This is an optimization exercise on Yosys and OpenROAD, whose aim is small area, a short achievable clock period and few clock cycles per item, not a production implementation.
Function was checked by simulation only, so behaviour that the tests miss may differ from the original.

`flow/flow/run.sh`:
```
#!/bin/bash
set -o pipefail
cp standard.sh standard_sh_copy.log
export SETUP_SLACK_MARGIN=8
bash standard.sh > standard.log 2>&1
```
`flow/standard.sh`:
```
#!/bin/bash
# synth_recipe.tcl (not shown) runs the flow's synth.tcl, then flattens the netlist and writes it again
# the make line also repeats each setting of config.mk as NAME=value (left out here)
make -C /OpenROAD-flow-scripts/flow DESIGN_CONFIG=/design/flow/config.mk WORK_HOME=/design/flow/orfs CLKGATE_MAP_FILE= SYNTH_SCRIPT=/design/flow/synth_recipe.tcl "${@:-finish}"
```
`flow/config.mk`:
```
export PLATFORM = sky130hd
export DESIGN_NAME = sha256_stream_hasher_top
export DESIGN_NICKNAME = sha256_stream_hasher_top
export VERILOG_FILES = /design/flow/design.v
export SDC_FILE = /design/flow/constraint.sdc
export NUM_CORES = 4
export LEC_CHECK = 0
export CAP_MARGIN = 20
export CORE_MARGIN = 2
export CORE_UTILIZATION = 45
export PLACE_DENSITY = 0.6
export SLEW_MARGIN = 20
```
`flow/constraint.sdc`:
```
create_clock -name core_clock -period 12.0 [get_ports {clk}]
set_input_delay 2.4000 -clock core_clock [delete_from_list [all_inputs] [get_ports {clk}]]
set_output_delay 2.4000 -clock core_clock [all_outputs]
set_load 0.01 [all_outputs]
```
`flow/design.v`:
```
package sha256_pkg;
	typedef logic [31:0] word_t;
	function automatic word_t init_h(input logic [2:0] i);
		word_t h;
		case (i)
			3'd0: h = 32'h6A09E667; 3'd1: h = 32'hBB67AE85;
			3'd2: h = 32'h3C6EF372; 3'd3: h = 32'hA54FF53A;
			3'd4: h = 32'h510E527F; 3'd5: h = 32'h9B05688C;
			3'd6: h = 32'h1F83D9AB; default: h = 32'h5BE0CD19;
		endcase
		init_h = h;
	endfunction
	function automatic word_t round_k(input logic [5:0] r);
		word_t k;
		case (r)
			6'd0: k = 32'h428A2F98; 6'd1: k = 32'h71374491; 6'd2: k = 32'hB5C0FBCF;
			6'd3: k = 32'hE9B5DBA5; 6'd4: k = 32'h3956C25B; 6'd5: k = 32'h59F111F1;
			6'd6: k = 32'h923F82A4; 6'd7: k = 32'hAB1C5ED5; 6'd8: k = 32'hD807AA98;
			6'd9: k = 32'h12835B01; 6'd10: k = 32'h243185BE; 6'd11: k = 32'h550C7DC3;
			6'd12: k = 32'h72BE5D74; 6'd13: k = 32'h80DEB1FE; 6'd14: k = 32'h9BDC06A7;
			6'd15: k = 32'hC19BF174; 6'd16: k = 32'hE49B69C1; 6'd17: k = 32'hEFBE4786;
			6'd18: k = 32'h0FC19DC6; 6'd19: k = 32'h240CA1CC; 6'd20: k = 32'h2DE92C6F;
			6'd21: k = 32'h4A7484AA; 6'd22: k = 32'h5CB0A9DC; 6'd23: k = 32'h76F988DA;
			6'd24: k = 32'h983E5152; 6'd25: k = 32'hA831C66D; 6'd26: k = 32'hB00327C8;
			6'd27: k = 32'hBF597FC7; 6'd28: k = 32'hC6E00BF3; 6'd29: k = 32'hD5A79147;
			6'd30: k = 32'h06CA6351; 6'd31: k = 32'h14292967; 6'd32: k = 32'h27B70A85;
			6'd33: k = 32'h2E1B2138; 6'd34: k = 32'h4D2C6DFC; 6'd35: k = 32'h53380D13;
			6'd36: k = 32'h650A7354; 6'd37: k = 32'h766A0ABB; 6'd38: k = 32'h81C2C92E;
			6'd39: k = 32'h92722C85; 6'd40: k = 32'hA2BFE8A1; 6'd41: k = 32'hA81A664B;
			6'd42: k = 32'hC24B8B70; 6'd43: k = 32'hC76C51A3; 6'd44: k = 32'hD192E819;
			6'd45: k = 32'hD6990624; 6'd46: k = 32'hF40E3585; 6'd47: k = 32'h106AA070;
			6'd48: k = 32'h19A4C116; 6'd49: k = 32'h1E376C08; 6'd50: k = 32'h2748774C;
			6'd51: k = 32'h34B0BCB5; 6'd52: k = 32'h391C0CB3; 6'd53: k = 32'h4ED8AA4A;
			6'd54: k = 32'h5B9CCA4F; 6'd55: k = 32'h682E6FF3; 6'd56: k = 32'h748F82EE;
			6'd57: k = 32'h78A5636F; 6'd58: k = 32'h84C87814; 6'd59: k = 32'h8CC70208;
			6'd60: k = 32'h90BEFFFA; 6'd61: k = 32'hA4506CEB; 6'd62: k = 32'hBEF9A3F7;
			default: k = 32'hC67178F2;
		endcase
		round_k = k;
	endfunction
	function automatic word_t rotr(input word_t x, input int unsigned n);
		rotr = (x >> n) | (x << (32 - n));
	endfunction
	function automatic word_t bsig0(input word_t x);
		bsig0 = rotr(x, 2) ^ rotr(x, 13) ^ rotr(x, 22);
	endfunction
	function automatic word_t bsig1(input word_t x);
		bsig1 = rotr(x, 6) ^ rotr(x, 11) ^ rotr(x, 25);
	endfunction
	function automatic word_t ssig0(input word_t x);
		ssig0 = rotr(x, 7) ^ rotr(x, 18) ^ (x >> 3);
	endfunction
	function automatic word_t ssig1(input word_t x);
		ssig1 = rotr(x, 17) ^ rotr(x, 19) ^ (x >> 10);
	endfunction
endpackage
module sha256_stream_hasher_top (
	input  logic       clk,
	input  logic       arst_n,
	input  logic       s_axis_tvalid,
	output logic       s_axis_tready,
	input  logic [7:0] s_axis_tdata,
	input  logic       s_axis_tuser,
	output logic       m_axis_tvalid,
	input  logic       m_axis_tready,
	output logic [7:0] m_axis_tdata,
	output logic       m_axis_tlast,
	input  logic       cfg_we,
	input  logic [5:0] cfg_wdata
);
	typedef logic [31:0] word_t;
	logic [5:0] dlen_q;
	always_ff @(posedge clk or negedge arst_n) begin
		if (!arst_n)
			dlen_q <= 6'd32;
		else if (cfg_we)
			dlen_q <= cfg_wdata;
	end
	logic       rdy_q;
	logic       v1_q, f1_q;
	logic [7:0] d1_q;
	logic       acc;
	assign s_axis_tready = rdy_q;
	assign acc = s_axis_tvalid && rdy_q;
	always_ff @(posedge clk or negedge arst_n) begin
		if (!arst_n)
			v1_q <= 1'b0;
		else
			v1_q <= acc;
	end
	always_ff @(posedge clk) begin
		f1_q <= s_axis_tuser;
		d1_q <= s_axis_tdata;
	end
	localparam logic [1:0] M_DATA = 2'd0, M_PAD = 2'd1, M_LEN = 2'd2;
	logic [511:0] blk_q;           
	logic [6:0]   fc_q, fc_base, fc_d;
	logic [1:0]   md_q, md_d;
	logic         nb_q;            
	logic         bfirst_q, blast_q;
	logic [54:0]  hi_q;            
	logic [5:0]   lo_q;            
	logic         hinc_q;          
	logic         load;            
	logic         room, sh;
	logic [7:0]   sb;
	logic [63:0]  bitlen;
	logic         rdy_d;
	assign bitlen = {hi_q, lo_q, 3'b000};
	assign room = !fc_q[6] || load;
	assign fc_base = load ? 7'd0 : fc_q;
	always_comb begin
		sh = 1'b0;
		sb = 8'h00;
		md_d = md_q;
		case (md_q)
			M_DATA: begin
				sh = v1_q;
				sb = f1_q ? 8'h80 : d1_q;
				if (v1_q && f1_q)
					md_d = M_PAD;
			end
			M_PAD: sh = room;
			default: begin
				sh = 1'b1;
				sb = bitlen[8 * (7 - fc_q[2:0]) +: 8];
			end
		endcase
		fc_d = fc_base + 7'(sh);
		if (md_d == M_PAD && sh && fc_d == 7'd56)
			md_d = M_LEN;
		if (md_q == M_LEN && fc_d == 7'd64)
			md_d = M_DATA;
		rdy_d = md_d == M_DATA && !(acc && s_axis_tuser) &&
			(fc_d <= 7'd62 || (fc_d == 7'd63 && !acc));
	end
	always_ff @(posedge clk) begin
		if (sh)
			blk_q <= {blk_q[503:0], sb};
		if (md_q == M_DATA && v1_q && f1_q)
			lo_q <= fc_q[5:0];
	end
	always_ff @(posedge clk or negedge arst_n) begin
		if (!arst_n) begin
			fc_q <= '0;
			md_q <= M_DATA;
			nb_q <= 1'b1;
			bfirst_q <= 1'b0;
			blast_q <= 1'b0;
			hi_q <= '0;
			hinc_q <= 1'b0;
			rdy_q <= 1'b0;
		end else begin
			fc_q <= fc_d;
			md_q <= md_d;
			rdy_q <= rdy_d;
			hinc_q <= md_q == M_DATA && v1_q && !f1_q && fc_q[5:0] == 6'd63;
			if (hinc_q)
				hi_q <= hi_q + 55'd1;
			else if (md_q == M_LEN && fc_d == 7'd64)
				hi_q <= '0;
			if (sh && fc_d == 7'd64) begin
				bfirst_q <= nb_q;
				blast_q <= md_q == M_LEN;
				nb_q <= md_q == M_LEN;
			end
		end
	end
	localparam logic [1:0] E_IDLE = 2'd0, E_ROUND = 2'd1, E_ADD = 2'd2, E_STALL = 2'd3;
	logic [1:0]  ph_q;             
	logic [1:0]  st_q;
	logic [5:0]  rc_q, rc_d;       
	logic [5:0]  rcn_q;            
	word_t       kc_q;              
	logic        lq_q;             
	logic        nf_q, nl_q;       
	logic        f_q, l_q;         
	logic        viv_q;            
	logic        dpend_q;          
	word_t a_q, b_q, c_q, d_q, e_q, f_q2, g_q, h_q2;
	word_t p_q;                    
	logic [511:0] w_q;             
	word_t ha_q [4];               
	word_t he_q [4];               
	word_t w0, w1, w9, w14, wnew;
	word_t s0, s1, ch, mj, a_new, e_new;
	word_t r_s, r_c, t_s, t_c, e_s, e_c, u_s, u_c, v_s, v_c, q_s, q_c, x_s, x_c, y_s, y_c;
	function automatic logic [63:0] csa(input word_t x, input word_t y, input word_t z);
		word_t cy;
		cy = (x & y) | (z & (x | y));
		csa = {x ^ y ^ z, cy[30:0], 1'b0};
	endfunction
	word_t xa, xe, ya, ye, sa, se, iva, ive, a_in, e_in;
	logic  add, ivsel;
	assign w0  = w_q[511:480];
	assign w1  = w_q[479:448];
	assign w9  = w_q[223:192];
	assign w14 = w_q[63:32];
	assign {x_s, x_c} = csa(sha256_pkg::ssig1(w14), w9, sha256_pkg::ssig0(w1));
	assign {y_s, y_c} = csa(x_s, x_c, w0);
	assign wnew = y_s + y_c;
	assign s1 = sha256_pkg::bsig1(e_q);
	assign ch = (e_q & f_q2) ^ (~e_q & g_q);
	assign s0 = sha256_pkg::bsig0(a_q);
	assign mj = (a_q & b_q) | (c_q & (a_q | b_q));
	assign {t_s, t_c} = csa(p_q, ch, mj);
	assign {u_s, u_c} = csa(t_s, t_c, s1);
	assign {v_s, v_c} = csa(u_s, u_c, s0);
	assign {r_s, r_c} = csa(p_q, ch, d_q);
	assign {e_s, e_c} = csa(r_s, r_c, s1);
	assign e_new = e_s + e_c;
	assign a_new = v_s + v_c;
	assign {q_s, q_c} = csa(g_q, kc_q, w0);
	assign add = st_q == E_ADD;
	assign iva = sha256_pkg::init_h({1'b0, ~ph_q});
	assign ive = sha256_pkg::init_h({1'b1, ~ph_q});
	assign xa = (add && f_q) ? iva : ha_q[3];
	assign xe = (add && f_q) ? ive : he_q[3];
	assign ya = add ? d_q : '0;
	assign ye = add ? h_q2 : '0;
	assign sa = xa + ya;
	assign se = xe + ye;
	assign ivsel = (add && l_q) || (st_q == E_IDLE && viv_q);
	assign a_in = ivsel ? iva : add ? sa : d_q;
	assign e_in = ivsel ? ive : add ? se : h_q2;
	assign rc_d = load ? 6'd0 : rcn_q;
	assign load = fc_q[6] && ph_q == 2'd2 && (st_q == E_IDLE || st_q == E_ADD);
	always_ff @(posedge clk) begin
		a_q <= (st_q == E_ROUND) ? a_new : a_in;
		b_q <= a_q;
		c_q <= b_q;
		d_q <= c_q;
		e_q <= (st_q == E_ROUND) ? e_new : e_in;
		f_q2 <= e_q;
		g_q <= f_q2;
		h_q2 <= g_q;
		p_q <= q_s + q_c;
		kc_q <= load ? sha256_pkg::round_k(6'd0) : sha256_pkg::round_k(rcn_q);
		if (load)
			w_q <= blk_q;
		else
			w_q <= {w_q[479:0], wnew};
		ha_q[0] <= sa;
		ha_q[1] <= ha_q[0];
		ha_q[2] <= ha_q[1];
		ha_q[3] <= ha_q[2];
		he_q[0] <= se;
		he_q[1] <= he_q[0];
		he_q[2] <= he_q[1];
		he_q[3] <= he_q[2];
	end
	logic [4:0] kr_q;
	logic [5:0] nlim_q, ncap;
	logic       ov_q, ol_q;
	logic [7:0] od_q;
	logic       oload;
	word_t      hw;
	logic [1:0] hpos;
	logic [7:0] hbyte;
	logic       klast;
	assign ncap = (dlen_q > 6'd32) ? 6'd32 : dlen_q;
	assign hpos = kr_q[3:2] + ph_q;
	assign hw = kr_q[4] ? he_q[hpos] : ha_q[hpos];
	assign hbyte = hw[8 * (3 - kr_q[1:0]) +: 8];
	assign klast = {1'b0, kr_q} == nlim_q - 6'd1;
	assign oload = !ov_q || m_axis_tready;
	assign m_axis_tvalid = ov_q;
	assign m_axis_tdata = od_q;
	assign m_axis_tlast = ol_q;
	always_ff @(posedge clk) begin
		if (oload) begin
			od_q <= hbyte;
			ol_q <= klast;
		end
	end
	always_ff @(posedge clk or negedge arst_n) begin
		if (!arst_n) begin
			ph_q <= '0;
			st_q <= E_IDLE;
			rc_q <= '0;
			rcn_q <= 6'd1;
			lq_q <= 1'b0;
			nf_q <= 1'b0;
			nl_q <= 1'b0;
			f_q <= 1'b0;
			l_q <= 1'b0;
			viv_q <= 1'b1;
			dpend_q <= 1'b0;
			kr_q <= '0;
			nlim_q <= '0;
			ov_q <= 1'b0;
		end else begin
			ph_q <= ph_q + 2'd1;
			rc_q <= rc_d;
			rcn_q <= rc_d + 6'd1;
			if (load) begin
				lq_q <= 1'b1;
				nf_q <= bfirst_q;
				nl_q <= blast_q;
			end
			if (ph_q == 2'd3) begin
				case (st_q)
					E_ROUND:
						if (rc_q == 6'd0)
							st_q <= dpend_q ? E_STALL : E_ADD;
					E_STALL:
						if (!dpend_q)
							st_q <= E_ADD;
					default:
						if (lq_q) begin
							st_q <= E_ROUND;
							lq_q <= 1'b0;
							f_q <= nf_q;
							l_q <= nl_q;
							viv_q <= 1'b0;
						end else begin
							st_q <= E_IDLE;
						end
				endcase
				if (add && l_q) begin
					viv_q <= !lq_q;
					dpend_q <= ncap != 6'd0;
					nlim_q <= ncap;
					kr_q <= '0;
				end
			end
			if (oload) begin
				ov_q <= dpend_q;
				if (dpend_q) begin
					kr_q <= kr_q + 5'd1;
					if (klast)
						dpend_q <= 1'b0;
				end
			end
		end
	end
endmodule
```
==> results of run 1 <==
routing by layer:
layer | part of all wire, % | vias to the layer above | routed length [um]
li1 | - | 24407 | -
met1 | 42 | 25648 | 95200
met2 | 47 | 1672 | 105000
met3 | 5.1 | 495 | 11500
met4 | 5.5 | 0 | 12200
met5 | 0 | - | 0
through the flow:
step	instance area, um2	utilization, %	std cells
final	88300	53.0	9680
after global routing	88300	53.0	9680
after CTS	87000	52.2	9623
after detailed placement	77900	46.8	9169
after global placement	77900	46.8	9169
after floorplan	75700	-	7198
placed cells by master (no fill, tap or decap), types with 32 or more instances in the layout:
cell	instances
a211oi_1	43
a21o_1	109
a21oi_1	239
a21oi_2	42
a31oi_1	35
and3_1	84
buf_4	168
buf_6	34
clkbuf_16	184
dfrtp_1	97
dfxtp_1	996
dfxtp_2	50
dfxtp_4	51
edfxtp_1	527
fa_1	235
ha_1	174
inv_1	441
mux2i_1	32
mux4_2	92
nand2_1	1743
nand2b_1	50
nand3_1	117
nor2_1	269
nor3_1	61
o21a_1	42
o21ai_0	257
o21ai_1	39
xnor2_1	240
xnor2_2	33
xor2_1	130
logic make-up (layout without fill, tap and decap cells):
| kind of cell | Yosys count | count (layout) |
|---|---|---|
| AO/OA/AOI/OAI | 1094 | 1094 |
| XOR/XNOR | 437 | 437 |
| adder cells (fa/ha/maj) | 479 | 479 |
| multiplexers | 165 | 165 |
| flip-flops | 1735 | 1735 |
| AND/OR/NAND/NOR | 2509 | 2510 |
| buffers and inverters | 779 | 1056 |
critical path, stage by stage, from the launching register on:
cell and delay [ps]:
dfxtp_4 380, mux2i_4 260, inv_2 60, fa_1 470, inv_1 50, fa_1 470
fa_1 490, inv_1 40, ha_2 180, inv_2 60, fa_2 230, nor2b_4 50
o31ai_4 200, nand3b_1 240, a31oi_4 370, o31ai_4 110, o21a_1 220, nor2_4 130
o21ai_1 70, a21oi_1 190, xnor2_1 130, a221o_1 320
sequential cells by signal, summed over array words and instances (netlist names), 55 cells and up:
name,flops
blk_q,512
ha_q,128
he_q,128
hi_q,55
w_q,512
worst max path at each step:
stage	end	slack, ps	depth (start not counted)
finish	a_q[27]	7170	21
global route	w_q[31]	7050	19
CTS	w_q[31]	7150	19
detailed placement	blk_q[443]	6210	8
global placement	blk_q[443]	6310	8
floorplan	hi_q[30]	1080	18
final cells by class:
class | instances | area (um2) | area share, %
repair inverters | 2 | 10.0 | 0.0113
clock inverters | 99 | 1180 | 1.33
well taps | 2204 | 2760 | 3.12
flip-flops and latches | 1735 | 40800 | 46.3
clock buffers | 235 | 5040 | 5.72
repair buffers | 255 | 2510 | 2.84
multi-input cells | 4685 | 34100 | 38.7
inverters | 465 | 1770 | 2.00
timing repair:
item / in CTS / in global routing
setup endpoints to repair: 782 / 221
setup buffers: 110 / 54
cloned: 10 / 2
hold buffers: 0 / 0
gates resized for setup: 455 / 177
hold endpoints to repair: 0 / 0
pin swaps: 142 / 130
==> summary.md, run 1 <==
| Metric | Value |
|---|---|
| Outcome | `finished clean` |
| Setup total negative slack | `0 ps` |
| Setup Skew | `31.5 ps` |
| Path class of the lowest-slack min-delay path | `flop to flop` |
| Setup repair after global routing missed its margin | `true` |
| Count of cells along the worst register-to-register path | `21` |
| DIE HEIGHT | `413 um` |
| Terminus of the critical flop-to-flop path | `a_q[27]` |
| Startpoint type of the worst setup path | `flop` |
| Cell type with the largest total area after synthesis | `dfxtp_1` |
| DRC violation count after routing | `0` |
| Total standard cell area after synthesis | `0.0752 mm2` |
| First-pass GRT wire length | `333 mm` |
| Number of H-tree branching levels | `4` |
| Simple-gate share of the synthesized area | `13.8%` |
| Yosys warns | `3` |
| Area delta synth->final | `17.3%` |
| Met2 Track Usage GR | `42.5%` |
| Cell chosen for the clock root | `clkbuf_16` |
| Arithmetic-cell share of the synthesized area counting full adders, half adders and majority gates | `10.4%` |
| Dominant combinational cell family by area after synthesis | `simple AND/OR/NAND/NOR gates` |
| Achievable clock frequency | `207 MHz` |
| Routability-driven placement congestion ratio | `0.972` |
| Sequential-to-total area share from yosys stat | `53.9%` |
| Average cell area after synthesis | `10.4 um2` |
| Xor-xnor portion of the synthesized cell area | `5.09%` |
| Maximum count of clock buffers along a single path | `3` |
| Startpoint of the worst hold path | `he_q[1][26]` |
| Busiest layer in global routing | `met2` |
| Maximum fanout encountered on the critical timing path | `3` |
| Leftover overflow at the end of global routing | `0` |
| Count of input and output buffers | `30` |
| Overall die area | `0.170 mm2` |
| Share of the synthesized area in the top cell type | `29.2%` |
| Most repeated cell in the gate-level netlist after synthesis | `nand2_1` |
| Post-DR vias/cell | `5.39` |
| Diodes inserted | `0` |
| Share of the clock period used by the worst path | `40.3%` |
| Remaining max-slew budget at the tightest pin | `27.8%` |
| Final number of max-transition violations | `0` |
| Worst reg2reg startpoint | `e_q[1]` |
| HPWL reported at the end of detailed placement | `161 mm` |
| Met3 Usage GRT | `3.75%` |
| Post-Syn Instances | `7,198` |
| Post-synth EDFFs | `527` |
| Share of cell area taken by muxes after synthesis | `3.76%` |
| Cts bufs inserted | `177` |
| Residual antenna-violating net count after detailed routing | `0` |
| Initial antenna violation count | `3` |
| Final worst slack | `7170 ps` |
| Width of the die | `413 um` |
| Final hold slack | `340 ps` |
| Sink count of the clock tree | `1,735` |
| Insertion delay to the later sink of the worst-skew pair | `840 ps` |
| Routed wire per std cell | `23.2 um` |
| Total Routed Length | `224 mm` |
| Syn_nets | `7,682` |
| Synthesis-stage register bit count | `1,735` |
| Met1 usage in global routing | `34.4%` |
| Total count of hold-check failures in the final report | `0` |
| Arrival @ worst endpoint | `5540 ps` |
| Number of nets at the end of the flow | `7,805` |
| Effective utilization at floorplan | `45.1%` |
| Ranking of synthesized cells by instance count | `nand2_1 (1,755), dfxtp_1 (1,097), edfxtp_1 (527)` |
| Via count of the first global-routing pass | `51,697` |
| Initial detailed-routing violation count | `4,669` |
| MaxCap Viol Count | `0` |
| Largest cells by area after synthesis | `dfxtp_1 (29%), edfxtp_1 (21%), nand2_1 (8.8%)` |
| Global-route usage over all layers | `26.2%` |
| Core ar. | `0.167 mm2` |
| Number of cells on the worst hold path | `0` |
| Register-to-register setup slack | `7170 ps` |
| Row Count | `150` |
| Number of placed I/O pins | `31` |
| Async S/R FF share, synth | `6.40%` |
| Synthesized-area fraction occupied by ao, oa, aoi and oai cells | `9.06%` |
| Cell variety after synth | `85` |
| Share of layout cells above drive strength 1 | `15.1%` |
| Routed vias | `52,222` |
| Post-placement setup slack | `6210 ps` |
| Pre-Repair DR Iteration Count | `7` |
| Least-Margin Pin Slew | `1080 ps` |
| Required @ worst endpoint | `12,710 ps` |
| Largest net degree at the start of global routing | `205` |
| Clk pin slew, worst setup/hold paths | `60 ps` |
| Tmin final | `4830 ps` |
| CTS tree | `built` |
| Category of the critical setup timing path | `flop to flop` |
| Number of filler instances in the final layout | `14,539` |
| Setup-failing EPs final | `0` |
| Crit path launch | `e_q[1]` |
| Endpoint kind of the worst setup timing path | `flop` |
| Synth Flop Type | `dfxtp_1` |
| WHS Endpoint | `he_q[2][26]` |
Testbench counts, summed over its fixed seeds: cycles 53,092, bytes 44,000.
==> run 2, diff against run 1 <==
==> flow/flow/run.sh (replaced) <==
#!/bin/bash
set -o pipefail
cp standard.sh standard_sh_copy.log
export SETUP_SLACK_MARGIN=11
bash standard.sh > standard.log 2>&1
==> summary.md, run 2 <==
| Metric | Value |
|---|---|
| Initial antenna violation count | `6` |
| Endpoint kind of the worst setup timing path | `flop` |
| Sequential-to-total area share from yosys stat | `53.9%` |
| Setup-failing EPs final | `0` |
| Simple-gate share of the synthesized area | `13.8%` |
| CTS tree | `built` |
| Busiest layer in global routing | `met2` |
| Met1 usage in global routing | `43.8%` |
| Initial detailed-routing violation count | `6,079` |
| Largest cells by area after synthesis | `dfxtp_1 (29%), edfxtp_1 (21%), nand2_1 (8.8%)` |
| Ranking of synthesized cells by instance count | `nand2_1 (1,755), dfxtp_1 (1,097), edfxtp_1 (527)` |
| Share of the synthesized area in the top cell type | `29.2%` |
| Commonest non-fill, non-tap cells in the layout | `nand2_1 (1,000), dfxtp_1 (967), edfxtp_1 (527)` |
| Startpoint type of the worst setup path | `flop` |
| Average cell area after synthesis | `10.4 um2` |
| Post-DR vias/cell | `5.81` |
| Global-route usage over all layers | `33.0%` |
| Number of nets at the end of the flow | `8,637` |
| DRC violation count after routing | `0` |
| Routability-driven placement congestion ratio | `0.950` |
| Final worst slack | `7170 ps` |
| Maximum fanout encountered on the critical timing path | `4` |
| Routed wire per std cell | `28.4 um` |
| Overall die area | `0.170 mm2` |
| Xor-xnor portion of the synthesized cell area | `5.09%` |
| Share of the clock period used by the worst path | `40.3%` |
| Cts bufs inserted | `178` |
| Least-Margin Pin Slew | `1100 ps` |
| Dominant combinational cell family by area after synthesis | `simple AND/OR/NAND/NOR gates` |
| DIE HEIGHT | `413 um` |
| Pre-Repair DR Iteration Count | `6` |
| Tmin final | `4830 ps` |
| Post-placement setup slack | `6480 ps` |
| Setup Skew | `51.2 ps` |
| Setup repair after global routing missed its margin | `true` |
| Achievable clock frequency | `207 MHz` |
| Total count of hold-check failures in the final report | `0` |
| Syn_nets | `7,682` |
| Effective utilization at floorplan | `45.1%` |
| Async S/R FF share, synth | `6.40%` |
| Category of the critical setup timing path | `flop to flop` |
| DP Cell Count | `9,169` |
| Area delta synth->final | `46.7%` |
| Synth Flop Type | `dfxtp_1` |
| Most common library cell in the layout ignoring fill and taps | `nand2_1` |
| Width of the die | `413 um` |
| First-pass GRT wire length | `411 mm` |
| Count of cells along the worst register-to-register path | `19` |
| MaxCap Viol Count | `0` |
| Arrival @ worst endpoint | `5620 ps` |
| Cell chosen for the clock root | `clkbuf_16` |
| Number of placed I/O pins | `31` |
| Sink count of the clock tree | `1,735` |
| Total Routed Length | `299 mm` |
| Yosys warns | `3` |
| Row Count | `150` |
| Cell type with the largest total area after synthesis | `dfxtp_1` |
| Number of cells on the worst hold path | `0` |
| Largest net degree at the start of global routing | `76` |
| Total standard cell area after synthesis | `0.0752 mm2` |
| Post-synth EDFFs | `527` |
| Count of input and output buffers | `30` |
| Insertion delay to the later sink of the worst-skew pair | `870 ps` |
| Number of filler instances in the final layout | `11,445` |
| Required @ worst endpoint | `12,790 ps` |
| Synthesis-stage register bit count | `1,735` |
| Remaining max-slew budget at the tightest pin | `25.8%` |
| Share of layout cells above drive strength 1 | `38.7%` |
| Final number of max-transition violations | `0` |
| Top flop regs | `blk_q: 512 flops, w_q: 512 flops` |
| Met3 Usage GRT | `6.08%` |
| Number of H-tree branching levels | `4` |
| Final std cells w/o fill | `10,515` |
| Total of hold buffers inserted after clock tree synthesis | `0` |
| Met2 Track Usage GR | `52.4%` |
| Residual antenna-violating net count after detailed routing | `0` |
| Via count of the first global-routing pass | `60,128` |
| Path class of the lowest-slack min-delay path | `flop to flop` |
| Outcome | `finished clean` |
| Post-Syn Instances | `7,198` |
| Core ar. | `0.167 mm2` |
| Most repeated cell in the gate-level netlist after synthesis | `nand2_1` |
| HPWL reported at the end of detailed placement | `159 mm` |
| Synthesized-area fraction occupied by ao, oa, aoi and oai cells | `9.06%` |
| Share of cell area taken by muxes after synthesis | `3.76%` |
| Maximum count of clock buffers along a single path | `3` |
| Leftover overflow at the end of global routing | `0` |
| Arithmetic-cell share of the synthesized area counting full adders, half adders and majority gates | `10.4%` |
| Setup total negative slack | `0 ps` |
| Cell variety after synth | `85` |
| Routed vias | `61,060` |
| Clk pin slew, worst setup/hold paths | `70 ps` |
## run 2: cell families after synthesis
logic type	count (synthesis)
flops	1735
simple gates	2509
mux	165
compound gates	1094
buf+inv	779
xor+xnor	437
fa+ha+maj	479
## run 2: per-layer routing
metal  share of wire (%)  wire length, um
met1                  39           117000
met2                  46           138000
met3                 8.5            25400
met4                 6.3            18800
met5              0.0090               27
## run 2: stage by stage
stage	hold WS (ps)	utilization, %	instance area, um2
detailed placement	333	46.8	78100
floorplan	326	-	76000
global route	330	66.2	110000
global placement	327	46.8	78100
finish	334	66.2	110000
CTS	325	62.5	104000
## run 2: path summary, 6_finish.rpt
kind	to	slack [ps]	startpoint
hold / removal	he_q[3][2]	330	he_q[2][2]
setup / recovery	w_q[31]	7170	w_q[42]
setup reg to reg	w_q[31]	7170	w_q[42]
max in group asynchronous	kr_q[3]	10080	arst_n
hold reg to reg	he_q[3][2]	330	he_q[2][2]
min in group asynchronous	hi_q[41]	1320	arst_n
## run 2: worst max-delay path, cell delays in order, from the launching register on
cell       delay [ps]
dfxtp_2           480
xor2_1            240
xnor2_1           140
fa_1              390
inv_1              90
fa_1              430
ha_2              210
inv_2              60
fa_2              200
nor2b_2            60
o2111ai_2         220
a41o_1            300
a31oi_4           120
a31o_4            250
a221o_1           380
a221o_2           440
a221oi_4          330
o21ai_2           100
xnor2_1           140
a21oi_1           180
## run 2: layout make-up
| type | instances | area, um2 | share of cell area [%] |
|---|---|---|---|
| Clock buffer | 250 | 4970 | 4.51 |
| Antenna cell | 4 | 10.0 | 0.00907 |
| Clock inverter | 84 | 1200 | 1.09 |
| Multi-Input combinational cell | 4695 | 41100 | 37.3 |
| Tap cell | 2204 | 2760 | 2.50 |
| Timing Repair Buffer | 1076 | 17500 | 15.9 |
| Inverter | 465 | 1810 | 1.64 |
| Timing Repair inverter | 2 | 17.5 | 0.0159 |
| Sequential cell | 1735 | 40900 | 37.1 |
## run 2: repair_timing
action	4_1_cts	5_1_grt
endpoints found under the setup margin	1491	1492
gates resized for setup	2250	1172
setup buffers	506	193
gates cloned	292	17
pin swaps	564	676
==> run 3, diff against run 2 <==
==> flow/flow/run.sh (replaced) <==
#!/bin/bash
set -o pipefail
cp standard.sh standard_sh_copy.log
export SETUP_SLACK_MARGIN=8
bash standard.sh > standard.log 2>&1
--- a/flow/config.mk
+++ b/flow/config.mk
@@ -8,5 +8,6 @@
 export CAP_MARGIN = 20
 export CORE_MARGIN = 2
 export CORE_UTILIZATION = 45
+export CTS_BUF_LIST = sky130_fd_sc_hd__clkbuf_4
 export PLACE_DENSITY = 0.6
 export SLEW_MARGIN = 20
==> summary.md, run 3 <==
| Metric | Value |
|---|---|
| Achievable clock frequency | `207 MHz` |
| Setup total negative slack | `0 ps` |
| Startpoint type of the worst setup path | `flop` |
| Routed vias | `53,647` |
| Cell type with the largest total area after synthesis | `dfxtp_1` |
| Tmin final | `4830 ps` |
| Final number of max-transition violations | `0` |
| Async S/R FF share, synth | `6.40%` |
| Synthesized-area fraction occupied by ao, oa, aoi and oai cells | `9.06%` |
| Total Routed Length | `226 mm` |
| Post-DR vias/cell | `5.29` |
| Worst reg2reg startpoint | `w_q[452]` |
| Routed wire per std cell | `22.3 um` |
| Total of hold buffers inserted after clock tree synthesis | `0` |
| Most common library cell in the layout ignoring fill and taps | `nand2_1` |
| Insertion delay to the later sink of the worst-skew pair | `1420 ps` |
| DRC violation count after routing | `0` |
| Routability-driven placement congestion ratio | `0.972` |
| Initial detailed-routing violation count | `4,577` |
| Endpoint kind of the worst setup timing path | `flop` |
| Largest cells by area after synthesis | `dfxtp_1 (29%), edfxtp_1 (21%), nand2_1 (8.8%)` |
| Xor-xnor portion of the synthesized cell area | `5.09%` |
| Footprint of the multi-input gates | `0.0341 mm2` |
| Top flop regs | `blk_q: 512 flops, w_q: 512 flops` |
| Ranking of synthesized cells by instance count | `nand2_1 (1,755), dfxtp_1 (1,097), edfxtp_1 (527)` |
| Dominant combinational cell family by area after synthesis | `simple AND/OR/NAND/NOR gates` |
| Yosys warns | `3` |
| Post-Syn Instances | `7,198` |
| Number of filler instances in the final layout | `14,931` |
| Least-Margin Pin Slew | `1270 ps` |
| Category of the critical setup timing path | `flop to flop` |
| Setup-failing EPs final | `0` |
| Global-route usage over all layers | `26.4%` |
| Effective utilization at floorplan | `45.1%` |
| Remaining max-slew budget at the tightest pin | `14.4%` |
| Largest net degree at the start of global routing | `205` |
| HPWL reported at the end of detailed placement | `161 mm` |
| Clk pin slew, worst setup/hold paths | `80 ps` |
| Terminus of the critical flop-to-flop path | `w_q[31]` |
| Width of the die | `413 um` |
| Residual antenna-violating net count after detailed routing | `0` |
| Post-synth EDFFs | `527` |
| Worst Path Buf+Inv | `2` |
| Commonest non-fill, non-tap cells in the layout | `nand2_1 (1,742), dfxtp_1 (991), clkbuf_4 (694)` |
| Row Count | `150` |
| Outcome | `finished clean` |
| Area delta synth->final | `16.6%` |
| Count of cells along the worst register-to-register path | `19` |
| DIE HEIGHT | `413 um` |
| Total count of hold-check failures in the final report | `0` |
| Delay of the slowest critical-path stage | `540 ps` |
| Pre-Repair DR Iteration Count | `6` |
| Number of placed I/O pins | `31` |
| Slowest cell on crit path | `fa_1` |
| Leftover overflow at the end of global routing | `0` |
| Area occupied by registers | `0.0408 mm2` |
| Synth Flop Type | `dfxtp_1` |
| MaxCap Viol Count | `0` |
| Critical path's top delay family | `compound AO/OA/AOI/OAI gates` |
| CTS tree | `built` |
| Worst Setup EP | `w_q[31]` |
| Cts bufs inserted | `450` |
| Share of cell area taken by muxes after synthesis | `3.76%` |
| Crit path launch | `w_q[452]` |
| Cell chain of the critical path | `xor2_2 -> xnor2_2 -> fa_1 -> inv_1 -> fa_1 -> ha_2 -> inv_2 -> fa_2 -> nor2b_2 -> o2111ai_2 -> a41o_1 -> a31oi_4 -> a31o_4 -> a221o_1 -> a221o_1 -> a221oi_2 -> o21ai_2 -> xnor2_2 -> a21oi_2` |
| Maximum count of clock buffers along a single path | `4` |
| Cell variety after synth | `85` |
| Cell chosen for the clock root | `clkbuf_4` |
| Via count of the first global-routing pass | `54,139` |
| Path class of the lowest-slack min-delay path | `flop to flop` |
| Sink count of the clock tree | `1,735` |
| Simple-gate share of the synthesized area | `13.8%` |
| Share of the clock period used by the worst path | `40.2%` |
| Syn_nets | `7,682` |
| Arithmetic-cell share of the synthesized area counting full adders, half adders and majority gates | `10.4%` |
| WP depth | `19` |
| Initial antenna violation count | `5` |
| Register-to-register setup slack | `7170 ps` |
| Utilization after layout | `52.6%` |
| Total standard cell area after synthesis | `0.0752 mm2` |
| Required @ worst endpoint | `13,240 ps` |
| Number of H-tree branching levels | `5` |
| Sequential-to-total area share from yosys stat | `53.9%` |
| Arrival @ worst endpoint | `6060 ps` |
| Share of layout cells above drive strength 1 | `19.7%` |
| Overall die area | `0.170 mm2` |
| Share of the synthesized area in the top cell type | `29.2%` |
| Setup repair after global routing missed its margin | `true` |
| Count of input and output buffers | `30` |
| Setup Skew | `137 ps` |
| Most repeated cell in the gate-level netlist after synthesis | `nand2_1` |
| Synthesis-stage register bit count | `1,735` |
| Core ar. | `0.167 mm2` |
| Number of nets at the end of the flow | `8,068` |
| First-pass GRT wire length | `338 mm` |
| Maximum fanout encountered on the critical timing path | `3` |
| Average cell area after synthesis | `10.4 um2` |
| Startpoint of the worst hold path | `he_q[1][13]` |
==> run 3: worst min-delay path by stage <==
stage | endpoint | cells after the start
finish | he_q[2][13] | 0
global route | g_q[11] | 0
floorplan | ha_q[1][16] | 0
global placement | he_q[2][4] | 0
CTS | g_q[11] | 0
detailed placement | he_q[2][25] | 0
==> run 3: what timing repair did <==
action / 4_1_cts / 5_1_grt
setup buffers: 107 / 49
setup endpoints to repair: 796 / 407
gates resized for setup: 472 / 195
hold endpoints to repair: 0 / 0
gates cloned: 8 / 2
pin swaps: 136 / 156
==> run 3: kinds of logic (layout without fill, tap and decap cells) <==
group,Yosys count,in the layout
buffers and inverters,779,1514
DFF,1735,1735
xor gates and xnor gates,437,437
AOI/OAI and AO/OA,1094,1094
other,0,6
muxes,165,165
and+or+nand+nor,2509,2510
adders and majority gates,479,479
==> run 3: layout make-up <==
type / count / area share [%]
diodes: 6 / 0.0171
clock buffers: 694 / 5.94
clock inverters: 108 / 0.712
inverters: 465 / 2.01
multi-input cells: 4685 / 38.9
flip-flops and latches: 1735 / 46.6
well taps: 2204 / 3.14
repair buffers: 245 / 2.71
repair inverters: 2 / 0.0114
==> run 3: layer usage <==
metal	GRT usage (%)	vias up	part of all wire (%)
li1	-	25237	-
met1	33.9	26133	42
met2	42.8	1777	47
met3	4.70	500	5.4
met4	13.8	0	5.2
met5	0	-	0
==> run 3: worst register-to-register path, cell delays in order (launching register included) <==
cell,delay [ps]
dfxtp_4,380
xor2_2,200
xnor2_2,170
fa_1,550
inv_1,60
fa_1,450
ha_2,200
inv_2,50
fa_2,200
nor2b_2,60
o2111ai_2,210
a41o_1,260
a31oi_4,130
a31o_4,250
a221o_1,360
a221o_1,400
a221oi_2,340
o21ai_2,120
xnor2_2,230
a21oi_2,100
==> run 3: stage by stage <==
stage | hold slack (ps) | setup WS, ps | instance area [um2] | instances
2_1_floorplan | 326 | 1080 | 75700 | 7198
3_3_place_gp | 328 | 6310 | 77900 | 9169
3_5_place_dp | 331 | 6210 | 77900 | 9169
4_1_cts | 273 | 7190 | 86400 | 10086
5_1_grt | 269 | 7080 | 87700 | 10144
6_report | 288 | 7170 | 87700 | 10144
==> run 4, diff against run 3 <==
--- a/flow/config.mk
+++ b/flow/config.mk
@@ -8,6 +8,7 @@
 export CAP_MARGIN = 20
 export CORE_MARGIN = 2
 export CORE_UTILIZATION = 45
-export CTS_BUF_LIST = sky130_fd_sc_hd__clkbuf_4
+export CTS_BUF_LIST = sky130_fd_sc_hd__clkbuf_8
+export CTS_CLUSTER_SIZE = 30
 export PLACE_DENSITY = 0.6
 export SLEW_MARGIN = 20
==> summary.md, run 4 <==
| Metric | Value |
|---|---|
| Startpoint type of the worst setup path | `flop` |
| Outcome | `finished clean` |
| Share of the synthesized area in the top cell type | `29.2%` |
| Number of filler instances in the final layout | `14,668` |
| Tmin final | `4820 ps` |
| Sequential-to-total area share from yosys stat | `53.9%` |
| Overall die area | `0.170 mm2` |
| Synth Flop Type | `dfxtp_1` |
| Share of the clock period used by the worst path | `40.1%` |
| Synthesis-stage register bit count | `1,735` |
| Total count of hold-check failures in the final report | `0` |
| Slowest cell on crit path | `fa_1` |
| Commonest non-fill, non-tap cells in the layout | `nand2_1 (1,742), dfxtp_1 (988), inv_1 (542)` |
| Most common library cell in the layout ignoring fill and taps | `nand2_1` |
| Residual antenna-violating net count after detailed routing | `0` |
| Syn_nets | `7,682` |
| Path class of the lowest-slack min-delay path | `flop to flop` |
| Maximum fanout encountered on the critical timing path | `4` |
| Routed wire per std cell | `22.8 um` |
| CTS tree | `built` |
| Category of the critical setup timing path | `flop to flop` |
| Async S/R FF share, synth | `6.40%` |
| Yosys warns | `3` |
| Width of the die | `413 um` |
| Required @ worst endpoint | `12,890 ps` |
| Area delta synth->final | `17.8%` |
| Via count of the first global-routing pass | `52,838` |
| Total standard cell area after synthesis | `0.0752 mm2` |
| Clk pin slew, worst setup/hold paths | `70 ps` |
| Cell type with the largest total area after synthesis | `dfxtp_1` |
| HPWL reported at the end of detailed placement | `161 mm` |
| Setup Skew | `108 ps` |
| Row Count | `150` |
| Insertion delay to the later sink of the worst-skew pair | `1060 ps` |
| Largest net degree at the start of global routing | `205` |
| Global-route usage over all layers | `26.3%` |
| Crit path launch | `w_q[452]` |
| Setup repair after global routing missed its margin | `true` |
| Routability-driven placement congestion ratio | `0.972` |
| Cts bufs inserted | `307` |
| Number of placed I/O pins | `31` |
| Final number of max-transition violations | `0` |
| Largest cells by area after synthesis | `dfxtp_1 (29%), edfxtp_1 (21%), nand2_1 (8.8%)` |
| Post-DR vias/cell | `5.34` |
| Effective utilization at floorplan | `45.1%` |
| Initial detailed-routing violation count | `4,982` |
| Endpoint kind of the worst setup timing path | `flop` |
| Initial antenna violation count | `3` |
| MaxCap Viol Count | `0` |
| Remaining max-slew budget at the tightest pin | `16.7%` |
| Number of cells on the worst hold path | `0` |
| Core ar. | `0.167 mm2` |
| Post-synth EDFFs | `527` |
| Worst reg2reg startpoint | `w_q[452]` |
| Startpoint of the worst hold path | `ha_q[2][1]` |
| DIE HEIGHT | `413 um` |
| Cell chosen for the clock root | `clkbuf_8` |
| Post-Syn Instances | `7,198` |
| Achievable clock frequency | `208 MHz` |
| Arrival @ worst endpoint | `5710 ps` |
| Setup total negative slack | `0 ps` |
| Maximum count of clock buffers along a single path | `4` |
| Utilization after layout | `53.2%` |
| Delay of the slowest critical-path stage | `560 ps` |
| Share of layout cells above drive strength 1 | `17.0%` |
| Setup-failing EPs final | `0` |
| Leftover overflow at the end of global routing | `0` |
| Number of H-tree branching levels | `5` |
| Count of cells along the worst register-to-register path | `19` |
| Total Routed Length | `226 mm` |
| Number of nets at the end of the flow | `7,953` |
| Cell chain of the critical path | `xor2_2 -> xnor2_2 -> fa_1 -> inv_2 -> fa_1 -> ha_2 -> inv_2 -> fa_2 -> nor2b_4 -> o2111ai_2 -> a41o_1 -> a31oi_4 -> a31o_4 -> a221o_1 -> a221o_1 -> a221oi_2 -> o21ai_2 -> xnor2_2 -> a21oi_2` |
| Pre-Repair DR Iteration Count | `5` |
| Average cell area after synthesis | `10.4 um2` |
| First-pass GRT wire length | `336 mm` |
| Ranking of synthesized cells by instance count | `nand2_1 (1,755), dfxtp_1 (1,097), edfxtp_1 (527)` |
| Top flop regs | `blk_q: 512 flops, w_q: 512 flops` |
| Cell variety after synth | `85` |
| Least-Margin Pin Slew | `1240 ps` |
| Sink count of the clock tree | `1,735` |
| DRC violation count after routing | `0` |
| Routed vias | `52,904` |
| Most repeated cell in the gate-level netlist after synthesis | `nand2_1` |
| Count of input and output buffers | `30` |
-- run 4: cells by family (layout without fill, tap and decap cells) --
kind of cell | Yosys count | after routing | share of synthesized area (%)
buffers and inverters | 779 | 1279 | 3.89
AND/OR/NAND/NOR | 2509 | 2510 | 13.8
XOR/XNOR | 437 | 437 | 5.09
multiplexers | 165 | 165 | 3.76
other | 0 | 3 | 0
flip-flops | 1735 | 1735 | 53.9
adder cells (fa/ha/maj) | 479 | 479 | 10.4
AO/OA/AOI/OAI | 1094 | 1094 | 9.06
-- run 4: critical path: cells and delay by family, from the launching register on --
kind            cells  cell delay [ps]
compound gates      9             2170
fa+ha+maj           4             1420
xor+xnor            3              570
flops               1              390
simple gates        1               50
buf+inv             2              100
-- run 4: final cells by class --
type	count	area, um2	share of cell area, %
antenna	3	7.51	0.00847
timing repair inverter	2	10.0	0.0113
clock inverter	166	1080	1.22
tap	2204	2760	3.11
multi-input combinational	4685	34400	38.8
sequential	1735	40800	46.1
inverter	465	1770	2.00
clock buffer	373	5130	5.79
timing repair buffer	273	2630	2.97
-- run 4: worst paths after layout --
kind                                    to  slack (ps)
worst max register to register     w_q[31]        7180
min in group asynchronous         hi_q[36]        1250
max in group asynchronous          fc_q[0]        9610
worst min-delay path            ha_q[3][1]         300
worst min register to register  ha_q[3][1]         300
worst max-delay path               w_q[31]        7180
-- run 4: what timing repair did --
item | in CTS | in global routing
pin swaps | 138 | 172
hold buffers | 0 | 0
cloned | 10 | 1
setup buffers | 110 | 72
resized for setup | 474 | 226
endpoints found under the setup margin | 786 | 329
-- run 4: routing by layer --
metal	part of all wire (%)	track usage [%]	up-vias
li1	-	-	24733
met1	42	34.2	25885
met2	47	42.9	1751
met3	5.5	4.21	535
met4	5.4	12.9	0
met5	0	0	-
-- run 4: through the flow --
| stage | worst slack, ps | cells | instance area, um2 | hold WS, ps |
|---|---|---|---|---|
| after floorplan | 1080 | 7198 | 75700 | 326 |
| after global placement | 6310 | 9169 | 77900 | 328 |
| after detailed placement | 6210 | 9169 | 77900 | 331 |
| after CTS | 7120 | 9828 | 86900 | 290 |
| after global routing | 7020 | 9904 | 88600 | 306 |
| final | 7180 | 9906 | 88600 | 295 |
==> run 5, diff against run 4 <==
--- a/flow/config.mk
+++ b/flow/config.mk
@@ -8,7 +8,8 @@
 export CAP_MARGIN = 20
 export CORE_MARGIN = 2
 export CORE_UTILIZATION = 45
-export CTS_BUF_LIST = sky130_fd_sc_hd__clkbuf_8
+export CTS_BUF_LIST = sky130_fd_sc_hd__clkbuf_16
+export CTS_CLUSTER_DIAMETER = 60
 export CTS_CLUSTER_SIZE = 30
 export PLACE_DENSITY = 0.6
 export SLEW_MARGIN = 20
==> summary.md, run 5 <==
| Metric | Value |
|---|---|
| Category of the critical setup timing path | `flop to flop` |
| MaxCap Viol Count | `0` |
| Largest cells by area after synthesis | `dfxtp_1 (29%), edfxtp_1 (21%), nand2_1 (8.8%)` |
| Count of cells along the worst register-to-register path | `22` |
| Row Count | `150` |
| Setup repair after global routing missed its margin | `true` |
| Register-to-register setup slack | `7140 ps` |
| Width of the die | `413 um` |
| Initial detailed-routing violation count | `4,897` |
| First-pass GRT wire length | `330 mm` |
| Initial antenna violation count | `3` |
| Post-Syn Instances | `7,198` |
| Arithmetic-cell share of the synthesized area counting full adders, half adders and majority gates | `10.4%` |
| Achievable clock frequency | `206 MHz` |
| CTS tree | `built` |
| Most repeated cell in the gate-level netlist after synthesis | `nand2_1` |
| Insertion delay to the later sink of the worst-skew pair | `820 ps` |
| Share of the clock period used by the worst path | `40.5%` |
| Count of input and output buffers | `30` |
| Worst reg2reg startpoint | `e_q[1]` |
| Cts bufs inserted | `130` |
| Area delta synth->final | `16.3%` |
| DRC violation count after routing | `0` |
| Synth Flop Type | `dfxtp_1` |
| Overall die area | `0.170 mm2` |
| Synthesis-stage register bit count | `1,735` |
| Number of H-tree branching levels | `4` |
| Share of cell area taken by muxes after synthesis | `3.76%` |
| Cell type with the largest total area after synthesis | `dfxtp_1` |
| Maximum fanout encountered on the critical timing path | `2` |
| Leftover overflow at the end of global routing | `0` |
| Yosys warns | `3` |
| Effective utilization at floorplan | `45.1%` |
| Cell chosen for the clock root | `clkbuf_16` |
| Pre-Repair DR Iteration Count | `5` |
| Dominant combinational cell family by area after synthesis | `simple AND/OR/NAND/NOR gates` |
| HPWL reported at the end of detailed placement | `161 mm` |
| Sink count of the clock tree | `1,735` |
| Number of cells on the worst hold path | `0` |
| Synthesized-area fraction occupied by ao, oa, aoi and oai cells | `9.06%` |
| Least-Margin Pin Slew | `1090 ps` |
| Post-DR vias/cell | `5.40` |
| Clk pin slew, worst setup/hold paths | `90 ps` |
| Maximum count of clock buffers along a single path | `3` |
| Startpoint of the worst hold path | `he_q[1][2]` |
| Total Routed Length | `224 mm` |
| Footprint of the multi-input gates | `0.0344 mm2` |
| Async S/R FF share, synth | `6.40%` |
| DIE HEIGHT | `413 um` |
| Xor-xnor portion of the synthesized cell area | `5.09%` |
| Remaining max-slew budget at the tightest pin | `27.2%` |
| Required @ worst endpoint | `12,650 ps` |
| Total standard cell area after synthesis | `0.0752 mm2` |
| Ranking of synthesized cells by instance count | `nand2_1 (1,755), dfxtp_1 (1,097), edfxtp_1 (527)` |
| Final number of max-transition violations | `0` |
| Core ar. | `0.167 mm2` |
| Startpoint type of the worst setup path | `flop` |
| Routed wire per std cell | `23.2 um` |
| Setup-failing EPs final | `0` |
| Cell variety after synth | `85` |
| Final std cells w/o fill | `9,628` |
| Simple-gate share of the synthesized area | `13.8%` |
| Post-synth EDFFs | `527` |
| Total of hold buffers inserted after clock tree synthesis | `0` |
| Terminus of the critical flop-to-flop path | `a_q[31]` |
| Number of nets at the end of the flow | `7,797` |
| Setup total negative slack | `0 ps` |
| Tmin final | `4860 ps` |
| Commonest non-fill, non-tap cells in the layout | `nand2_1 (1,744), dfxtp_1 (992), edfxtp_1 (527)` |
| Largest net degree at the start of global routing | `205` |
| Number of filler instances in the final layout | `14,656` |
| Path class of the lowest-slack min-delay path | `flop to flop` |
| Global-route usage over all layers | `25.9%` |
| Routed vias | `52,001` |
| Share of layout cells above drive strength 1 | `15.4%` |
| Top flop regs | `blk_q: 512 flops, w_q: 512 flops` |
| Routability-driven placement congestion ratio | `0.972` |
| Total count of hold-check failures in the final report | `0` |
| Residual antenna-violating net count after detailed routing | `0` |
| Number of placed I/O pins | `31` |
| Average cell area after synthesis | `10.4 um2` |
| Outcome | `finished clean` |
| Setup Skew | `51.2 ps` |
| Endpoint kind of the worst setup timing path | `flop` |
| Share of the synthesized area in the top cell type | `29.2%` |
| Sequential-to-total area share from yosys stat | `53.9%` |
| Arrival @ worst endpoint | `5520 ps` |
| DP Cell Count | `9,169` |
| WHS Endpoint | `he_q[2][2]` |
| Most common library cell in the layout ignoring fill and taps | `nand2_1` |
| Via count of the first global-routing pass | `51,284` |
| Syn_nets | `7,682` |
| Area occupied by registers | `0.0409 mm2` |
## run 5: logic make-up (layout without fill, tap and decap cells)
logic type | after synthesis | after routing
AOI/OAI and AO/OA | 1094 | 1094
xor gates and xnor gates | 437 | 437
buffers and inverters | 779 | 1001
adders and majority gates | 479 | 479
muxes | 165 | 165
DFF | 1735 | 1735
and+or+nand+nor | 2509 | 2512
other | 0 | 1
## run 5: stage by stage
step	setup slack [ps]	hold slack [ps]	instance area [um2]	util [%]
finish	7140	330	87500	52.5
global route	7020	336	87500	52.5
CTS	7130	335	85800	51.5
detailed placement	6210	331	77900	46.8
floorplan	1080	326	75700	-
global placement	6310	328	77900	46.8
## run 5: worst max path at each step
stage            start         end  slack, ps  cells past startpoint
2_1_floorplan  ph_q[0]    hi_q[30]       1080                     18
3_3_place_gp   st_q[0]  blk_q[443]       6310                      8
3_5_place_dp   st_q[0]  blk_q[443]       6210                      8
4_1_cts         e_q[1]     a_q[27]       7130                     21
5_1_grt         e_q[1]     e_q[29]       7020                     22
6_report        e_q[1]     a_q[31]       7140                     22
## run 5: critical path, cell delays in order, from the launching register on
cell	delay, ps
dfxtp_4	380
mux2i_4	260
inv_2	60
fa_2	530
inv_2	40
fa_2	440
fa_1	480
inv_1	40
ha_2	180
inv_2	50
fa_2	220
nor2b_4	60
o31ai_4	200
nand3b_1	220
a31oi_4	350
o31ai_4	100
buf_4	150
buf_6	110
o21ai_2	160
o21ai_2	110
o41ai_2	250
xnor2_1	210
a21oi_1	100
## run 5: layout make-up
cell class | count | share of cell area, %
Timing Repair inverter | 2 | 0.0114
Clock buffer | 135 | 3.86
Clock inverter | 107 | 1.71
Tap cell | 2204 | 3.15
Inverter | 465 | 2.01
Sequential cell | 1735 | 46.7
Antenna cell | 1 | 0.00286
Multi-Input combinational cell | 4687 | 39.4
Timing Repair Buffer | 292 | 3.21
## run 5: per-layer routing
metal / up-vias / GRT usage (%) / part of all wire [%]
li1: 24368 / - / -
met1: 25602 / 34.3 / 43
met2: 1576 / 42.2 / 47
met3: 453 / 3.27 / 4.7
met4: 2 / 12.7 / 5.6
met5: - / 0 / 0.0058
## run 5: what timing repair did
| action | in CTS | in global routing |
|---|---|---|
| buffers inserted | 131 | 71 |
| pin swaps | 146 | 173 |
| gates cloned | 7 | 5 |
| endpoints found under the setup margin | 741 | 407 |
| resized for setup | 482 | 216 |
==> run 6, diff against run 5 <==
==> flow/flow/run.sh (replaced) <==
#!/bin/bash
set -o pipefail
cp standard.sh standard_sh_copy.log
export SETUP_SLACK_MARGIN=7
bash standard.sh > standard.log 2>&1
==> summary.md, run 6 <==
| Metric | Value |
|---|---|
| Pre-Repair DR Iteration Count | `8` |
| Met3 Usage GRT | `3.01%` |
| Syn_nets | `7,682` |
| Path class of the lowest-slack min-delay path | `flop to flop` |
| Post-synth EDFFs | `527` |
| Category of the critical setup timing path | `flop to flop` |
| Average cell area after synthesis | `10.4 um2` |
| Maximum fanout encountered on the critical timing path | `4` |
| Total count of hold-check failures in the final report | `0` |
| Met1 usage in global routing | `34.4%` |
| Count of cells along the worst register-to-register path | `17` |
| Number of nets at the end of the flow | `7,597` |
| Residual antenna-violating net count after detailed routing | `0` |
| Cell type with the largest total area after synthesis | `dfxtp_1` |
| Maximum count of clock buffers along a single path | `3` |
| Via count of the first global-routing pass | `49,625` |
| Number of H-tree branching levels | `3` |
| Largest cells by area after synthesis | `dfxtp_1 (29%), edfxtp_1 (21%), nand2_1 (8.8%)` |
| Share of the synthesized area in the top cell type | `29.2%` |
| Remaining max-slew budget at the tightest pin | `29.4%` |
| Ranking of synthesized cells by instance count | `nand2_1 (1,755), dfxtp_1 (1,097), edfxtp_1 (527)` |
| Achievable clock frequency | `202 MHz` |
| Delay of the slowest critical-path stage | `480 ps` |
| Synth Flop Type | `dfxtp_1` |
| MaxCap Viol Count | `0` |
| Endpoint kind of the worst setup timing path | `flop` |
| Share of layout cells above drive strength 1 | `8.49%` |
| Clk pin slew, worst setup/hold paths | `100 ps` |
| Worst reg2reg startpoint | `w_q[458]` |
| DRC violation count after routing | `0` |
| Largest net degree at the start of global routing | `177` |
| Most common library cell in the layout ignoring fill and taps | `nand2_1` |
| First-pass GRT wire length | `316 mm` |
| Cell variety after synth | `85` |
| Final number of max-transition violations | `0` |
| Area of all placed cells without fillers | `0.0831 mm2` |
| Leftover overflow at the end of global routing | `0` |
| Sequential-to-total area share from yosys stat | `53.9%` |
| Overall die area | `0.170 mm2` |
| DIE HEIGHT | `413 um` |
| Sink count of the clock tree | `1,735` |
| Met2 Track Usage GR | `39.3%` |
| Crit path launch | `w_q[458]` |
| Slowest cell on crit path | `fa_1` |
| Share of the clock period used by the worst path | `41.2%` |
| Commonest non-fill, non-tap cells in the layout | `nand2_1 (1,750), dfxtp_1 (1,035), edfxtp_1 (527)` |
| Row Count | `150` |
| Final std cells w/o fill | `9,425` |
| Number of placed I/O pins | `31` |
| Routed vias | `50,475` |
| Arrival @ worst endpoint | `5610 ps` |
| Setup total negative slack | `0 ps` |
| Required @ worst endpoint | `12,660 ps` |
| Outcome | `finished clean` |
| Area delta synth->final | `10.5%` |
| Most repeated cell in the gate-level netlist after synthesis | `nand2_1` |
| Count of input and output buffers | `30` |
| Yosys warns | `3` |
| Initial antenna violation count | `5` |
| Setup Skew | `51.9 ps` |
| Core ar. | `0.167 mm2` |
| Post-DR vias/cell | `5.36` |
| Placed Area | `0.0776 mm2` |
| Number of cells on the worst hold path | `0` |
| Setup-failing EPs final | `0` |
| Global-route usage over all layers | `24.6%` |
| Initial detailed-routing violation count | `4,552` |
| Routability-driven placement congestion ratio | `0.971` |
| Width of the die | `413 um` |
| Routed wire per std cell | `22.4 um` |
| DP Cell Count | `9,171` |
| HPWL reported at the end of detailed placement | `157 mm` |
| Synthesis-stage register bit count | `1,735` |
| Worst Setup EP | `w_q[27]` |
| Top flop regs | `blk_q: 512 flops, w_q: 512 flops` |
| Insertion delay to the later sink of the worst-skew pair | `810 ps` |
| Async S/R FF share, synth | `6.40%` |
| Busiest layer in global routing | `met2` |
| Effective utilization at floorplan | `45.1%` |
| Startpoint type of the worst setup path | `flop` |
| Register-to-register setup slack | `7050 ps` |
| Setup repair after global routing missed its margin | `true` |
| Terminus of the critical flop-to-flop path | `w_q[27]` |
| Total Routed Length | `211 mm` |
| Least-Margin Pin Slew | `1060 ps` |
| Cell chosen for the clock root | `clkbuf_16` |
| Tmin final | `4950 ps` |
| Cts bufs inserted | `117` |
| Total standard cell area after synthesis | `0.0752 mm2` |
| Post-Syn Instances | `7,198` |
| CTS tree | `built` |
| Cell chain of the critical path | `xor2_2 -> xnor2_2 -> fa_1 -> inv_2 -> fa_1 -> ha_4 -> nor2b_1 -> o2111ai_2 -> a41o_1 -> a31oi_4 -> a31o_4 -> a221o_1 -> a221o_1 -> a221oi_2 -> buf_4 -> xnor2_2 -> o21ai_0` |
## run 6: cell count changes in the layout (fill, tap and decap cells not counted), moves of 32 or more
cell,previous run,this run
dfxtp_1,992,1035
ha_1,166,205
dfxtp_4,53,19
a21oi_1,239,275
xnor2_1,236,268
buf_6,41,4
buf_4,194,69
o21ai_0,250,299
## run 6: worst min-delay path by stage
| stage | slack [ps] | to | start |
|---|---|---|---|
| 2_1_floorplan | 330 | ha_q[1][16] | ha_q[0][16] |
| 3_3_place_gp | 330 | he_q[2][30] | he_q[1][30] |
| 3_5_place_dp | 330 | he_q[2][21] | he_q[1][21] |
| 4_1_cts | 330 | he_q[3][20] | he_q[2][20] |
| 5_1_grt | 330 | he_q[2][23] | he_q[1][23] |
| 6_report | 320 | he_q[3][20] | he_q[2][20] |
## run 6: critical path, delay by kind of cell (launching register included)
| kind | cells | cell delay (ps) |
|---|---|---|
| AOI/OAI and AO/OA | 8 | 2210 |
| adders and majority gates | 3 | 1180 |
| DFF | 1 | 400 |
| buffers and inverters | 2 | 260 |
| xor gates and xnor gates | 3 | 610 |
| and+or+nand+nor | 1 | 150 |
## run 6: metal layers
layer / up-vias / share of wire, %
li1: 23962 / -
met1: 24901 / 45
met2: 1317 / 46
met3: 293 / 5.0
met4: 2 / 4.0
met5: - / 0.0033
## run 6: cells by family after synthesis
kind of cell / after synthesis / share of synthesized area (%)
fa+ha+maj: 479 / 10.4
xor+xnor: 437 / 5.09
buf+inv: 779 / 3.89
simple gates: 2509 / 13.8
compound gates: 1094 / 9.06
flops: 1735 / 53.9
mux: 165 / 3.76
## run 6: per-stage QoR
step	util (%)	hold slack [ps]	setup WS [ps]
floorplan	-	326	1080
CTS	49.5	329	6990
global route	49.9	332	6920
detailed placement	46.6	333	6270
global placement	46.6	326	6300
finish	49.9	322	7050
## run 6: area by class of cell
class                           count  area [um2]
Timing Repair inverter              1        5.00
Timing Repair Buffer              109         991
Fill cell                       15068       83500
Clock buffer                      122        3050
Sequential cell                  1735       40700
Multi-Input combinational cell   4684       32300
Tap cell                         2204        2760
Clock inverter                    102        1560
Inverter                          465        1750
Antenna cell                        3        7.51
## run 6: timing repair
action | in CTS | in global routing
pin swaps | 9 | 34
hold buffers | 0 | 0
endpoints found under the setup margin | 182 | 178
resized for setup | 77 | 127
gates cloned | 0 | 2
setup buffers | 4 | 21
hold endpoints to repair | 0 | 0

-- separate check: timing with driven ports --
Ports are ideal in the flow. The routed layouts listed here were re-timed in OpenROAD. Step 1 sets driving cells, clkbuf_16 on the clock port and buf_2 on the other inputs (assumed; they add their load-dependent delay and slew). Step 2 also shifts input and output timing later by t, the mid clock arrival at the registers, as if the neighbouring blocks saw the same clock. Three values: ideal, step 1, step 2; two values: the first two.
run | shift t [ns] | setup WS [ns] | worst slew at a driven data input, ns
run 1 | 0.915 | 7.168 / 7.168 / 7.168 | 0.04
run 2 | 0.933 | 7.169 / 7.169 / 7.169 | 1.16
run 3 | 1.421 | 7.174 / 7.174 / 7.174 | 0.04
run 4 | 1.086 | 7.185 / 7.185 / 7.185 | 0.04
run 5 | 0.871 | 7.138 / 7.138 / 7.138 | 0.04
run 6 | 0.863 | 7.051 / 7.051 / 7.051 | 0.04
After both steps setup and hold are still met in every run listed.
